This design comes from an exercise in tuning for small area, a short achievable clock period and few clock cycles per item on the open sky130 flow, not from production work. Power figures rest on the tool's default switching activity, not on a simulated workload.

// lc4_pipeline
module lc4_pipeline #(
   parameter logic [15:0] RESET_PC = 16'h8200
) (
   input  wire         gwe,
   input  wire         i_rst_n,
   output logic [15:0] o_cur_pc,
   input  wire  [15:0] i_cur_insn,
   output logic [15:0] o_dmem_addr,
   output logic        o_dmem_we,
   output logic [15:0] o_dmem_towrite,
   input  wire  [15:0] i_cur_dmem_data,
   output logic [1:0]  o_trace_stall,
   output logic [15:0] o_trace_pc,
   output logic [15:0] o_trace_insn,
   output logic        o_trace_regfile_we,
   output logic [2:0]  o_trace_wsel,
   output logic [15:0] o_trace_wdata,
   output logic        o_trace_nzp_we,
   output logic [2:0]  o_trace_nzp_bits,
   output logic        o_trace_dmem_we,
   output logic [15:0] o_trace_dmem_addr,
   output logic [15:0] o_trace_dmem_data
);
   logic [15:0] pc_q;                     
   logic        go_q;                     
   logic        clr_q;                    
   logic        xv_q;                     
   logic [15:0] x_insn_q;
   logic [15:0] x_a_q, x_b_q;             
  ...
Settings: LEC_CHECK=0, ABC_AREA=1, CAP_MARGIN=20, CORE_MARGIN=2, CORE_UTILIZATION=50, CTS_CLUSTER_DIAMETER=100, CTS_CLUSTER_SIZE=22, SETUP_SLACK_MARGIN=4.2, SLEW_MARGIN=20; clock period 7.0 ns.
standard.sh (not shown) runs the stock make flow with config.mk's settings and CLKGATE_MAP_FILE= SYNTH_SCRIPT=/design/flow/synth_recipe.tcl, a recipe that flattens the netlist after the stock synthesis.
==> flow/flow/run.sh <==
#!/bin/bash
# Standard layout, with each port buffered by the smallest buffer cell, and with adders and
# compressors left to abc as plain gates rather than full/half adder cells
set -euo pipefail
export BUFFER_PORTS_ARGS="-buffer_cell sky130_fd_sc_hd__buf_1"
export ADDER_MAP_FILE=
bash standard.sh > standard.log 2>&1
Edit:
--- a/flow/config.mk
+++ b/flow/config.mk
@@ -8 +8 @@
-export ABC_AREA = 1
+export ABC_CLOCK_PERIOD_IN_PS = 3500
@@ -14 +14 @@
-export SETUP_SLACK_MARGIN = 4.2
+export SETUP_SLACK_MARGIN = 3.5
Effect: Total power is higher by 7.9%; worst setup slack is worse by 0.40 ns; count of clock-buffer cells in the layout is lower by 2; critical path depth is higher by 7; design area is lower by 13%.
Edit:
--- a/flow/config.mk
+++ b/flow/config.mk
@@ -8 +8 @@
-export ABC_CLOCK_PERIOD_IN_PS = 3500
+export ABC_AREA = 1
The new run produced a clean layout.
Maximum frequency rose by 6.5%.
First-iteration DRC count grows by 31%.
Worst setup slack improves by 0.22 ns.
Via count climbs by 17%.
Final cell count went up by 26%.
Final area is lower by 4.7%.
Die area is lower by 1.6%.
Edit:
--- a/flow/config.mk
+++ b/flow/config.mk
@@ -14 +14 @@
-export SETUP_SLACK_MARGIN = 3.5
+export SETUP_SLACK_MARGIN = 3.8
- utilization goes up by 1.8 points
- die area stays the same
- wire length went up by about 1.6%
- synthesized cell count does not change
- total power grows by about 2%
- non-clock buffer count is higher by 38
- synthesized area does not change
- combinational power went up by about 3%
Edit:
--- a/flow/config.mk
+++ b/flow/config.mk
@@ -11 +11 @@
-export CORE_UTILIZATION = 50
+export CORE_UTILIZATION = 58
@@ -14 +14 @@
-export SETUP_SLACK_MARGIN = 3.8
+export SETUP_SLACK_MARGIN = 3.5
Global-route usage is higher by 3.5 points.
Design area is lower by 3.8%.
Synthesized area stays the same.
Total power is lower by 1.6%.
Worst setup slack degrades by 0.26 ns.
Sequential power is about the same.
Count of clock-buffer cells in the layout is unchanged.
Wire length is lower by 5.4%.
Worst hold slack degrades by 0.021 ns.
No functional check of the RTL was part of any run of this note.

## middle
lc4_pipeline, a different RTL version from the one above (not shown whole).
For scale: about 1800 cells after synthesis, ~270 flip-flops, about 170 I/O pins, ~18000 um2 of cells after synthesis.
==> flow/design.v (excerpt) <==
module lc4_pipeline #(
   parameter logic [15:0] RESET_PC = 16'h8200
) (
   input  wire         gwe,
   input  wire         i_rst_n,
   output logic [15:0] o_cur_pc,
   input  wire  [15:0] i_cur_insn,
   output logic [15:0] o_dmem_addr,
   output logic        o_dmem_we,
   output logic [15:0] o_dmem_towrite,
   input  wire  [15:0] i_cur_dmem_data,
   output logic [1:0]  o_trace_stall,
   output logic [15:0] o_trace_pc,
   output logic [15:0] o_trace_insn,
   output logic        o_trace_regfile_we,
   output logic [2:0]  o_trace_wsel,
   output logic [15:0] o_trace_wdata,
   output logic        o_trace_nzp_we,
   output logic [2:0]  o_trace_nzp_bits,
   output logic        o_trace_dmem_we,
   output logic [15:0] o_trace_dmem_addr,
   output logic [15:0] o_trace_dmem_data
);
   logic [15:0] pc_q;                     
   logic        clr_q;                    
   logic        xv_q;                     
   logic [15:0] x_insn_q;
   logic [2:0]  x_rt_q;                   
   logic        mul_q;                    
   logic        dep_q;                    
   logic        mv_q;                     
   logic [15:0] m_insn_q, m_res_q, m_sd_q;
   logic        cv_q;                     
   logic        seen_q;                   
   logic        adv_q;                    
   logic [15:0] c_insn_q, c_val_q, c_addr_q;
   logic        x_mul, x_go, m_we, m_ld, m_mul, f_dep;
   logic [15:0] rs_reg, rt_reg, rs_x, rt_x, alu_x, mul_s, mul_c, m_wdata;
   logic [2:0]  x_rt_d;
   logic [3:0]  f_op;
   assign x_mul = lc4_pkg::is_mul(x_insn_q);
   assign x_go  = !(xv_q && ((x_mul && !mul_q) || dep_q));
   lc4_decoder u_predecode (.i_insn(i_cur_insn), .o_rt(x_rt_d));
   assign f_op  = i_cur_insn[15:12];
   assign f_dep = x_mul && mul_q &&
                  (((f_op == 4'b0001 || f_op == 4'b0101 || f_op[3:1] == 3'b011) &&
                    i_cur_insn[8:6] == x_insn_q[11:9]) ||
                   x_rt_d == x_insn_q[11:9]);
   assign m_we    = mv_q && lc4_pkg::writes_rd(m_insn_q);
   assign m_ld    = lc4_pkg::is_load(m_insn_q);
   assign m_mul   = lc4_pkg::is_mul(m_insn_q);
  ...
clock: 7.0 ns
lec_check: 0
cap_margin: 20
core_margin: 2
core_utilization: 60
cts_buf_list: sky130_fd_sc_hd__clkbuf_4 sky130_fd_sc_hd__clkbuf_8
setup_slack_margin: 2.5
slew_margin: 20
run.sh (not shown) runs the stock make flow with config.mk's settings and CLKGATE_MAP_FILE= SYNTH_SCRIPT=/design/flow/synth_recipe.tcl, a recipe that flattens the netlist after the stock synthesis.
Stock flow here: none of the scripts above is used.
No stage failed in middle, and the final checks on the layout all came back clean.
diff inputs: middle => east
Settings: putting ABC_CLOCK_PERIOD_IN_PS at 3500 where nothing was set; swapping 2.5 for 3.5 in SETUP_SLACK_MARGIN; swapping 60 for 40 in CORE_UTILIZATION; clearing CTS_BUF_LIST, which used to be sky130_fd_sc_hd__clkbuf_4 sky130_fd_sc_hd__clkbuf_8.
Results
Of east and middle, the higher relative contribution of the clock network to total power belongs to middle.
Compared with middle, east shows a sum of internal, switching and leakage power that is 1.5 mW higher.
middle -> east: layout sequential cell count delta 0, exact match
Compared with middle, east improves final worst setup slack.
[east vs middle] placed cell count: higher in east
Area taken by flip-flops and latches of east exceeds that of middle slightly.
Non-clock buffer count delta for east relative to middle: 127 higher
Changes observed in east relative to middle: proportion of layout cells with a drive suffix above 1 rose by 13 points, post-DP HPWL rose by about 11%, via count rose by 1.4%.
In summary, east completed successfully, with a layout that passed the timing, DRC and antenna checks.
The die used by east is larger than the one used by middle.
Function was not checked in any run of this note: the RTL went through the layout flow alone.

==> port drivers added, routing unchanged <==
The results above use ideal ports. As a check the final layouts listed here were re-extracted and re-timed, cells and wires unchanged.
Step 1 assumes that a clkbuf_16 drives the clock port and a buf_2 every other input.
Step 2 adds t to the input delays and takes it off the output delays; t is the mean of the earliest and latest rising clock arrival at the registers after step 1. Input paths then give back, and output paths get back, about the clock's delay inside the block.
Slacks: ideal / step 1 / step 2; pairs: ideal / step 1.
| run | t, ns | slack for setup (ns) | worst register clock-pin slew, ns |
|---|---|---|---|
| the first run of note 1 | 0.617 | 3.779 / 3.720 / 3.527 | 0.10 / 0.10 |
| the second run of note 1 | 0.601 | 3.381 / 3.387 / 2.786 | 0.10 / 0.10 |
| the third run of note 1 | 0.590 | 3.601 / 3.615 / 3.025 | 0.10 / 0.10 |
| the fourth run of note 1 | 0.595 | 3.882 / 3.844 / 3.322 | 0.10 / 0.10 |
| the fifth run of note 1 | 0.611 | 3.626 / 3.626 / 3.075 | 0.10 / 0.10 |
| middle | 0.637 | 2.375 / 2.375 / 1.869 | 0.07 / 0.07 |
| east | 0.647 | 2.467 / 2.467 / 1.877 | 0.07 / 0.07 |
After both steps every run listed still meets setup and hold. For the second run of note 1, which loses most, drivers alone change the setup slack by +0.006 ns; drivers and shift together by -0.595 ns.
